What follows belongs to an exercise in optimizing a design on an open flow for small area, a short achievable clock period and few clock cycles per item; a production flow would make more cautious choices. No functional check of the RTL was part of any run shown here. Power is estimated from default activity; no workload was simulated.

==> flow/design.v (outline; a module is shown in full before it is edited, if it fits) <==
// module csa_fa: 9 lines
// module csa_ha: 8 lines
// module binary_neuron: 895 lines
module binary_neuron (
    input  logic                    clk,
    input  logic                    reset,
    input  logic                    in_valid,
    output logic                    in_ready,
    input  logic [320:0]            in_req,
    output logic                    out_valid,
    input  logic                    out_ready,
    output logic [9:0]              out_sum
);
  // ...
==> flow/flow/run.sh <==
#!/bin/bash
# The standard layout (standard.sh: ORFS synthesis to final layout), with
# two changes:
#  - the input and output ports are buffered with the smallest buffer,
#    sky130_fd_sc_hd__buf_1, instead of the cell buffer_ports picks by default
#    (clkdlybuf4s50_1); later repair steps may still resize them;
#  - clock tree synthesis adds no dummy loads to the clock tree.
set -euo pipefail
export BUFFER_PORTS_ARGS="-buffer_cell sky130_fd_sc_hd__buf_1"
export CTS_ARGS="-sink_clustering_enable -repair_clock_nets -buf_list sky130_fd_sc_hd__clkbuf_8 -dont_use_dummy_load"
bash standard.sh > standard_flow.log 2>&1
==> flow/standard.sh <==
#!/bin/bash
# synth_recipe.tcl (not shown) runs the flow's synth.tcl, then flattens the netlist and writes it again
# the make line also repeats each setting of config.mk as NAME=value (left out here)
make -C /OpenROAD-flow-scripts/flow DESIGN_CONFIG=/design/flow/config.mk WORK_HOME=/design/flow/orfs CLKGATE_MAP_FILE= SYNTH_SCRIPT=/design/flow/synth_recipe.tcl "${@:-finish}"
==> flow/config.mk <==
export PLATFORM = sky130hd
export DESIGN_NAME = binary_neuron
export DESIGN_NICKNAME = binary_neuron
export VERILOG_FILES = /design/flow/design.v
export SDC_FILE = /design/flow/constraint.sdc
export NUM_CORES = 4
export LEC_CHECK = 0
export CAP_MARGIN = 20
export CORE_MARGIN = 2
export CORE_UTILIZATION = 40
export CTS_BUF_LIST = sky130_fd_sc_hd__clkbuf_8
export SLEW_MARGIN = 20
export SYNTH_HIERARCHICAL = 1
export SYNTH_MINIMUM_KEEP_SIZE = 0
==> flow/constraint.sdc <==
create_clock -name core_clock -period 6.0 [get_ports {clk}]
set_input_delay 1.2000 -clock core_clock [delete_from_list [all_inputs] [get_ports {clk}]]
set_output_delay 1.2000 -clock core_clock [all_outputs]
set_load 0.01 [all_outputs]
==> qor.json, run 1 <==
{
  "wire_length_of_the_first_global_routing_pass_mm": 47.77,
  "nonClkBufAreaFrac_pct": 8.777,
  "run_status": "no timing/DRC/antenna violations",
  "die_area_um2": 32410,
  "crit_end": "r2_s449$_DFF_P_",
  "grt_max_degree": 17,
  "p_sw_share_pct": 42.77,
  "drt-wirelength-per-cell_um": 16.96,
  "count_of_clock_buffers_in_the_final_design": 17,
  "netlist_area_um2": 12390,
  "main_combinational_cell_family_by_area_after_synthesis": "adder cells",
  "slew_headroom_pct": 61.59,
  "ctsHtreeMaxLevel": 4,
  "vdd_drop_max_uv": 691.5,
  "drt_wl_total_mm": 30.37,
  "top_power_group": "combinational cells",
  "preCtsSetupSlack_ns": 2.517,
  "portion_of_total_power_attributed_to_combinational_logic_pct": 68.3,
  "power_per_cell_area_nw_per_um2": 616.2,
  "met3_layer_usage_reported_by_global_route_pct": 3.314,
  "power_switching_w": 0.003787,
  "rsz0062_at_grt": "no",
  "proportion_of_cell_area_occupied_by_multi_input_gates_pct": 60.08,
  "synthDominantAreaCellType": "fa_1",
  "synth_area_per_cell_um2": 11.85,
  "root_buffer": "clkbuf_8",
  "timing.critical_path.mode_cell": "fa_1",
  "synth_compound_gate_area_share_pct": 1.696,
  "reg_to_reg_critical_path_startpoint": "r1_c314$_DFF_P_",
  "critical-path-slowest-cell": "fa_1",
  "logic_depth_of_the_worst_path_buffers_included": 5,
  "portBuffers": 336,
  "seq_cells": 165,
  "clk_pin_slew_ns": 0.07,
  "finalWeightedCongestion": 0.8281,
  "min_period_over_period_pct": 50.98,
  "post_synth_edffs": 30,
  "commonest_non_fill_non_tap_cell_in_the_layout": "buf_1",
  "cp_cell_sequence": "fa_1 -> fa_1 -> fa_1 -> fa_1 -> fa_1",
  "synth_commonest_cells": "243 x fa_1, 204 x nor2_1, 135 x dfxtp_1, 134 x xnor2_1",
  "final_antenna_net_count": 0,
  "viasPerCell": 4.600,
  "non_clock_inverter_count": 38
}
==> run 2: changes to the inputs <==
--- a/flow/design.v
+++ b/flow/design.v
@@ -215,17 +215,17 @@
     wire q3_61 = ~(in_req[76] ^ (~in_req[3] & (in_req[73] | in_req[74] | in_req[75])));
     wire p1_62 = in_req[70] ^ (~in_req[2] & in_req[69]);
     wire p2_62 = in_req[71] ^ (~in_req[2] & (in_req[69] | in_req[70]));
     wire q3_62 = ~(in_req[72] ^ (~in_req[2] & (in_req[69] | in_req[70] | in_req[71])));
     wire p1_63 = in_req[66] ^ (~in_req[1] & in_req[65]);
     wire p2_63 = in_req[67] ^ (~in_req[1] & (in_req[65] | in_req[66]));
     wire q3_63 = ~(in_req[68] ^ (~in_req[1] & (in_req[65] | in_req[66] | in_req[67])));
     logic r1_s57, r1_s59, r1_s61, r1_s135, r1_c58, r1_c60, r1_c62, r1_s137, r1_s139, r1_s141, r1_s143, r1_s145, r1_s147, r1_s149, r1_s217, r1_s219, r1_s221, r1_s223, r1_s225, r1_s227, r1_s229, r1_s231, r1_c138, r1_c140, r1_c142, r1_c144, r1_c146, r1_s233, r1_s235, r1_c148, r1_c150, r1_s237, r1_s239, r1_s241, r1_s243, r1_s245, r1_c218, r1_c220, r1_c222, r1_c224, r1_c226, r1_c228, r1_c230, r1_c232, r1_s315, r1_s317, r1_s319, r1_s321, r1_s323, r1_s325, r1_s327, r1_s329, r1_s331, r1_s333, r1_s335, r1_s337, r1_s339, r1_s341, r1_c234, r1_c236, r1_c238, r1_c240, r1_c242, r1_c244, r1_c246, r1_s343, r1_s345, r1_s347, r1_c314, r1_c316, r1_c318, r1_c320, r1_c322, r1_c324, r1_c326, r1_c328, r1_c330, r1_c332, r1_c334, r1_c336, r1_c338, r1_c340, r1_c342, r1_s393, r1_s395, r1_s397, r1_s399, r1_s401, r1_s403, r1_s405, r1_c344, r1_c346, r1_c348, r1_c394, r1_c396, r1_c398, r1_c400, r1_c402, r1_c404, r1_c406;
-    logic r2_s447, r2_c392, r2_s449, r2_c448, r2_s475, r2_c450, r2_s477, r2_s489, r2_c476, r2_s491, r2_c478, r2_c488, r2_s497, r2_c490, r2_c492, r2_c498, r2_s63, r2_s157, r2_s271, r2_s391, r2_s159;
+    logic r2_s447, r2_c392, r2_s449, r2_c448, r2_s475, r2_c450, r2_s477, r2_s489, r2_c476, r2_s491, r2_c478, r2_c492, r2_s499, r2_c498, r2_c500, r2_s63, r2_s157, r2_s271, r2_s391, r2_s159;
     wire s1 = ~(in_req[317] ^ in_req[313]);
     wire c2 = in_req[317] | in_req[313];
     wire s3, c4;
     csa_fa u_s3 (.a(in_req[309]), .b(in_req[305]), .c(in_req[301]), .s(s3), .co(c4));
     wire s5, c6;
     csa_fa u_s5 (.a(in_req[297]), .b(in_req[293]), .c(in_req[289]), .s(s5), .co(c6));
     wire s7, c8;
     csa_fa u_s7 (.a(in_req[285]), .b(in_req[281]), .c(in_req[277]), .s(s7), .co(c8));
@@ -715,21 +715,21 @@
     csa_fa u_s491 (.a(c472), .b(s487), .c(c474), .s(s491), .co(c492));
     wire s493, c494;
     csa_fa u_s493 (.a(r2_s489), .b(r2_c476), .c(r2_s491), .s(s493), .co(c494));
     wire s495, c496;
     csa_fa u_s495 (.a(r2_c478), .b(s493), .c(c480), .s(s495), .co(c496));
     wire s497 = ~(c484 ^ c486);
     wire c498 = c484 | c486;
     wire s499, c500;
-    csa_fa u_s499 (.a(r2_c488), .b(r2_s497), .c(r2_c490), .s(s499), .co(c500));
+    csa_fa u_s499 (.a(c488), .b(s497), .c(c490), .s(s499), .co(c500));
     wire s501, c502;
-    csa_fa u_s501 (.a(r2_c492), .b(s499), .c(c494), .s(s501), .co(c502));
-    wire s503 = ~(r2_c498 ^ c500);
-    wire c504 = r2_c498 | c500;
+    csa_fa u_s501 (.a(r2_c492), .b(r2_s499), .c(c494), .s(s501), .co(c502));
+    wire s503 = ~(r2_c498 ^ r2_c500);
+    wire c504 = r2_c498 | r2_c500;
     wire [9:0] row_a = {c504, s503, s501, s495, s481, s451, r2_s391, r2_s271, r2_s157, r2_s63};
     wire [9:0] row_b = {1'b0, c502, c496, c482, 1'b0, 1'b0, 1'b0, 1'b0, r2_s159, 1'b0};
     wire [9:0] total = row_a + row_b;
     logic         accept, pop;
     logic [2:0] pending, pending_next;
     assign accept = in_valid && in_ready;
     assign pop    = out_valid && out_ready;
     always_comb begin
@@ -864,21 +864,20 @@
         r2_c448 <= c448;
         r2_s475 <= s475;
         r2_c450 <= c450;
         r2_s477 <= s477;
         r2_s489 <= s489;
         r2_c476 <= c476;
         r2_s491 <= s491;
         r2_c478 <= c478;
-        r2_c488 <= c488;
-        r2_s497 <= s497;
-        r2_c490 <= c490;
         r2_c492 <= c492;
+        r2_s499 <= s499;
         r2_c498 <= c498;
+        r2_c500 <= c500;
         r2_s63 <= s63;
         r2_s157 <= s157;
         r2_s271 <= s271;
         r2_s391 <= s391;
         r2_s159 <= s159;
     end
     logic [9:0]      q_data [0:2];
     logic [2:0]    q_wr, q_rd, q_occ;
==> qor.json, run 2 <==
{
  "fmaxAchievable": {"value": 0.3271, "unit": "GHz", "change": "was 0.3269 GHz"},
  "rows": {"value": 64, "change": "unchanged"},
  "worstSkewPairLatency": {"value": 0.46, "unit": "ns", "change": "was 0.44 ns"},
  "setup_tns": {"value": 0, "unit": "ns", "change": "unchanged"},
  "worst_stage_delay_on_the_critical_path": {"value": 0.61, "unit": "ns", "change": "was 0.56 ns"},
  "remaining_drc_errors": {"value": 0, "change": "unchanged"},
  "timing.critical_path.mode_cell": {"value": "fa_1", "change": "unchanged"},
  "worstPathBufferInverterCount": {"value": 0, "change": "unchanged"},
  "grtUsageMet1": {"value": 24.14, "unit": "%", "change": "was 24.66%"},
  "wire_length_of_the_first_global_routing_pass": {"value": 47.51, "unit": "mm", "change": "was 47.77 mm"},
  "cp_cell_sequence": {"value": "fa_1 -> fa_1 -> fa_1 -> fa_1 -> fa_1", "change": "unchanged"},
  "synth_commonest_cells": {"value": "243 x fa_1, 204 x nor2_1, 134 x dfxtp_1, 134 x xnor2_1", "change": "was 243 x fa_1, 204 x nor2_1, 135 x dfxtp_1, 134 x xnor2_1"},
  "antenna_cells": {"value": 0, "change": "unchanged"},
  "grt_max_degree": {"value": 17, "change": "unchanged"},
  "detailed_router_iteration_count_before_antenna_repair": {"value": 7, "change": "was 5"},
  "finalNetCount": {"value": 1980, "change": "was 1981"},
  "final_antenna_net_count": {"value": 0, "change": "unchanged"},
  "critical-path-slowest-cell": {"value": "fa_1", "change": "unchanged"},
  "synth_area_per_cell": {"value": 11.84, "unit": "µm²", "change": "was 11.85 µm²"},
  "dpl.hpwl": {"value": 27.51, "unit": "mm", "change": "was 27.69 mm"},
  "power.share.sequential": {"value": 25.2, "unit": "%", "change": "was 25.1%"},
  "total_leakage_power": {"value": 5.270, "unit": "nW", "change": "was 5.278 nW"},
  "io-pin-count": {"value": 337, "change": "unchanged"},
  "p_sw_share": {"value": 43.09, "unit": "%", "change": "was 42.77%"},
  "floorplan.core_area": {"value": 30510, "unit": "µm²", "change": "was 30590 µm²"},
  "drt-wirelength-per-cell": {"value": 16.95, "unit": "µm", "change": "was 16.96 µm"},
  "preCtsSetupSlack": {"value": 2.550, "unit": "ns", "change": "was 2.517 ns"},
  "netlist_area": {"value": 12370, "unit": "µm²", "change": "was 12390 µm²"},
  "clk_pin_slew": {"value": 0.08, "unit": "ns", "change": "was 0.07 ns"},
  "power_per_cell_area": {"value": 607.9, "unit": "nW/µm²", "change": "was 616.2 nW/µm²"},
  "cts.path.max_buffers": {"value": 2, "change": "unchanged"},
  "maxSlewViolCount": {"value": 0, "change": "unchanged"},
  "critical_path_required": {"value": 6.31, "unit": "ns", "change": "was 6.30 ns"},
  "p_total": {"value": 0.008723, "unit": "W", "change": "was 0.008854 W"},
  "multi_input_area": {"value": 8633, "unit": "µm²", "change": "unchanged"},
  "min_period_over_period": {"value": 50.95, "unit": "%", "change": "was 50.98%"},
  "post-place-cells": {"value": 1773, "change": "was 1774"},
  "flip_flop_count_of_the_largest_register_after_layout": {"value": 30, "change": "unchanged"},
  "internal_power": {"value": 0.004965, "unit": "W", "change": "was 0.005068 W"},
  "commonest_non_fill_non_tap_cell_in_the_layout": {"value": "buf_1", "change": "unchanged"},
  "tritoncts.num_buffers": {"value": 17, "change": "unchanged"},
  "ys_dominant_reg_cell": {"value": "dfxtp_1", "change": "unchanged"},
  "grt_pass1_vias": {"value": 8959, "change": "was 8928"},
  "yosysMostFrequentCell": {"value": "fa_1", "change": "unchanged"},
  "seq_area": {"value": 3583, "unit": "µm²", "change": "was 3603 µm²"},
  "postSynthCellCount": {"value": 1045, "change": "was 1046"},
  "synth_seq_area_share": {"value": 28.96, "unit": "%", "change": "was 29.07%"},
  "setup_crit_end_kind": {"value": "flop", "change": "unchanged"},
  "vdd_drop_max": {"value": 656.4, "unit": "µV", "change": "was 691.5 µV"},
  "worstMarginPinSlew": {"value": 0.6292, "unit": "ns", "change": "was 0.5762 ns"},
  "vias": {"value": 8200, "change": "was 8238"},
  "ff2ff_setup_slack": {"value": 2.94, "unit": "ns", "change": "about the same"},
  "slew_headroom": {"value": 58.06, "unit": "%", "change": "was 61.59%"},
  "finalNonFillerCells": {"value": 1790, "change": "was 1791"},
  "portBuffers": {"value": 336, "change": "unchanged"},
  "grt_use_total": {"value": 19.38, "unit": "%", "change": "was 19.48%"},
  "initial_utilization": {"value": 40.56, "unit": "%", "change": "was 40.52%"},
  "min_period": {"value": 3.057, "unit": "ns", "change": "was 3.059 ns"},
  "cts.repair.resized": {"value": 0, "change": "unchanged"},
  "netlist-cell-type-count": {"value": 27, "change": "unchanged"},
  "met3_layer_usage_reported_by_global_route": {"value": 3.221, "unit": "%", "change": "was 3.314%"},
  "maxCapViolCount": {"value": 0, "change": "unchanged"},
  "synthDominantAreaCellType": {"value": "fa_1", "change": "unchanged"},
  "power_switching": {"value": 0.003759, "unit": "W", "change": "was 0.003787 W"},
  "final_cell_mix": {"value": "336 x buf_1, 243 x fa_1, 204 x nor2_1", "change": "unchanged"},
  "largest_register": {"value": "q_data", "change": "unchanged"},
  "run_status": {"value": "no timing/DRC/antenna violations", "change": "unchanged"},
  "async_flop_share": {"value": 0, "unit": "%", "change": "unchanged"},
  "critPathArrivalTime": {"value": 3.37, "unit": "ns", "change": "was 3.36 ns"},
  "finalWeightedCongestion": {"value": 0.8588, "change": "was 0.8281"},
  "yosys_warns": {"value": 8, "change": "unchanged"},
  "worst_setup_start_kind": {"value": "flop", "change": "unchanged"},
  "portion_of_total_power_attributed_to_combinational_logic": {"value": 68.1, "unit": "%", "change": "was 68.3%"},
  "grt_ovf": {"value": 0, "change": "unchanged"},
  "viasPerCell": {"value": 4.581, "change": "was 4.600"},
  "ctsHtreeMaxLevel": {"value": 4, "change": "unchanged"},
  "chipWidth": {"value": 179.9, "unit": "µm", "change": "was 180.0 µm"},
  "met2_usage": {"value": 35.65, "unit": "%", "change": "was 35.36%"},
  "crit_fanout": {"value": 1, "change": "unchanged"},
  "initial_antenna_violation_count": {"value": 0, "change": "unchanged"},
  "finish.utilization": {"value": 47.03, "unit": "%", "change": "was 46.98%"},
  "root_buffer": {"value": "clkbuf_8", "change": "unchanged"},
  "post_synth_edffs": {"value": 30, "change": "unchanged"},
  "drt_wl_total": {"value": 30.34, "unit": "mm", "change": "was 30.37 mm"},
  "initialDrtViolationCount": {"value": 343, "change": "was 324"},
  "critical-path-top-delay-family": {"value": "adder cells", "change": "unchanged"},
  "timing.final.hold_violations": {"value": 0, "change": "unchanged"},
  "cts_hold_repair.buffers": {"value": 0, "change": "unchanged"},
  "flow.area_growth_from_synthesis": {"value": 15.97, "unit": "%", "change": "was 15.94%"},
  "cts_tree": {"value": "yes", "change": "unchanged"},
  "setup_viol_count_final": {"value": 0, "change": "unchanged"},
  "grt_busiest_layer": {"value": "met2", "change": "unchanged"},
  "fin_ws": {"value": 2.943, "unit": "ns", "change": "was 2.941 ns"},
  "die_area": {"value": 32360, "unit": "µm²", "change": "was 32410 µm²"},
  "flop_and_latch_count_out_of_synthesis": {"value": 164, "change": "was 165"},
  "worst_clock_skew": {"value": 0.03225, "unit": "ns", "change": "was 0.02620 ns"},
  "height_of_the_die": {"value": 179.9, "unit": "µm", "change": "was 180.0 µm"},
  "drive_gt1_share": {"value": 1.435, "unit": "%", "change": "was 1.434%"},
  "share_clk_of_total_power": {"value": 6.8, "unit": "%", "change": "was 6.5%"},
  "post_synth_main_area_contributors": {"value": "fa_1 39%, dfxtp_1 22%, xnor2_1 9.5%", "change": "unchanged"},
  "clock_sinks": {"value": 164, "change": "was 165"},
  "timing_worst_setup_path_type": {"value": "reg2reg", "change": "unchanged"},
  "synth_fp_nets": {"value": 1629, "change": "was 1630"},
  "worst_hold_path_type": {"value": "reg2reg", "change": "unchanged"},
  "n_fill_cell": {"value": 2874, "change": "was 2908"},
  "rsz0062_at_grt": {"value": "no", "change": "unchanged"},
  "post_cts_buffers": {"value": 0, "change": "unchanged"},
  "yosysTopAreaCellShare": {"value": 39.31, "unit": "%", "change": "was 39.25%"}
}
[run 2: changes by cell type after synthesis]
cell and delta:
dfxtp_1 -1
[run 2: power groups by stage]
stage                     Combinational, W  Clock, W  Sequential (W)
final                              0.00594  0.000590         0.00219
after floorplan                    0.00410         0         0.00209
after global placement             0.00592         0         0.00223
after detailed placement           0.00602         0         0.00223
after global routing               0.00689  0.000653         0.00224
after CTS                          0.00602  0.000607         0.00221
[run 2: kinds of logic (layout without fill, tap and decap cells)]
| logic type | Yosys count | count (layout) | synth area share (%) |
|---|---|---|---|
| AOI/OAI and AO/OA | 27 | 27 | 1.699 |
| xor gates and xnor gates | 199 | 199 | 14.09 |
| adders and majority gates | 259 | 259 | 40.93 |
| buffers and inverters | 42 | 391 | 1.274 |
| DFF | 164 | 164 | 28.96 |
| muxes | 2 | 2 | 0.1618 |
| and+or+nand+nor | 352 | 352 | 12.89 |
[run 2: cell type report]
type / count / area share [%]
Multi-Input combinational cell: 839 / 60.16
Sequential cell: 164 / 24.97
Timing Repair Buffer: 336 / 8.789
Tap cell: 396 / 3.453
Clock buffer: 17 / 1.630
Inverter: 38 / 0.9940
[run 2: layer usage]
metal / wire (µm) / up-vias
li1: - / 4000
met2: 16080 / 225
met1: 12670 / 3960
met5: 0 / -
met4: 244 / 0
met3: 1341 / 15
[run 2: final timing paths]
path	end	start	cells past startpoint
max	r2_s391$_DFF_P_	r1_c218$_DFF_P_	5
min	stage_valid[2]$_SDFF_PP0_	stage_valid[1]$_SDFF_PP0_	1
max reg2reg	r2_s391$_DFF_P_	r1_c218$_DFF_P_	5
min reg2reg	stage_valid[2]$_SDFF_PP0_	stage_valid[1]$_SDFF_PP0_	1
[run 2: stage by stage]
| stage | instance area (µm²) | hold WS (ns) |
|---|---|---|
| detailed placement | 14120 | 0.4310 |
| finish | 14350 | 0.4499 |
| global route | 14350 | 0.4789 |
| global placement | 14120 | 0.4262 |
| floorplan | 12370 | 0.4138 |
| CTS | 14350 | 0.4511 |
[run 2: worst reg2reg max path, cell delays in order (launching register included)]
cell and delay [ns]:
dfxtp_1 0.34, fa_1 0.61, fa_1 0.49, fa_1 0.54, fa_1 0.54, fa_1 0.41
[run 2: per-module statistics from Yosys (local to each module, per instance)]
module | times used | cells
binary_neuron | 1 | 802
csa_fa | 243 | 1

## re-timing with driven ports
The flow's constraints put no driver on any port. The routed layouts listed below were extracted and timed again, unchanged, in two steps.
Step 1 sets driving cells, clkbuf_16 on the clock port and buf_2 on the other inputs (assumed; they add their load-dependent delay and slew).
Step 2 moves the port delays by t, midway between the first and last clock arrival at a register: inputs arrive t later, outputs are due t later. That takes back most of the time a late clock gives input paths.
Three values: no drivers, after step 1, after step 2; two values: the first two.
| run | t, ns | setup slack, ns | hold slack, ns | worst data-port slew with drivers (ns) | pins driven straight from the clock port |
|---|---|---|---|---|---|
| run 1 | 0.469 | 2.941 / 2.941 / 2.550 | 0.460 / 0.460 / 0.460 | 0.07 | 1 |
| run 2 | 0.479 | 2.943 / 2.943 / 2.569 | 0.450 / 0.450 / 0.450 | 0.07 | 1 |
After both steps setup and hold are still met in every run listed. The setup slack of run 1, which loses most, moves by 0.000 ns with the drivers and by -0.391 ns with both steps.
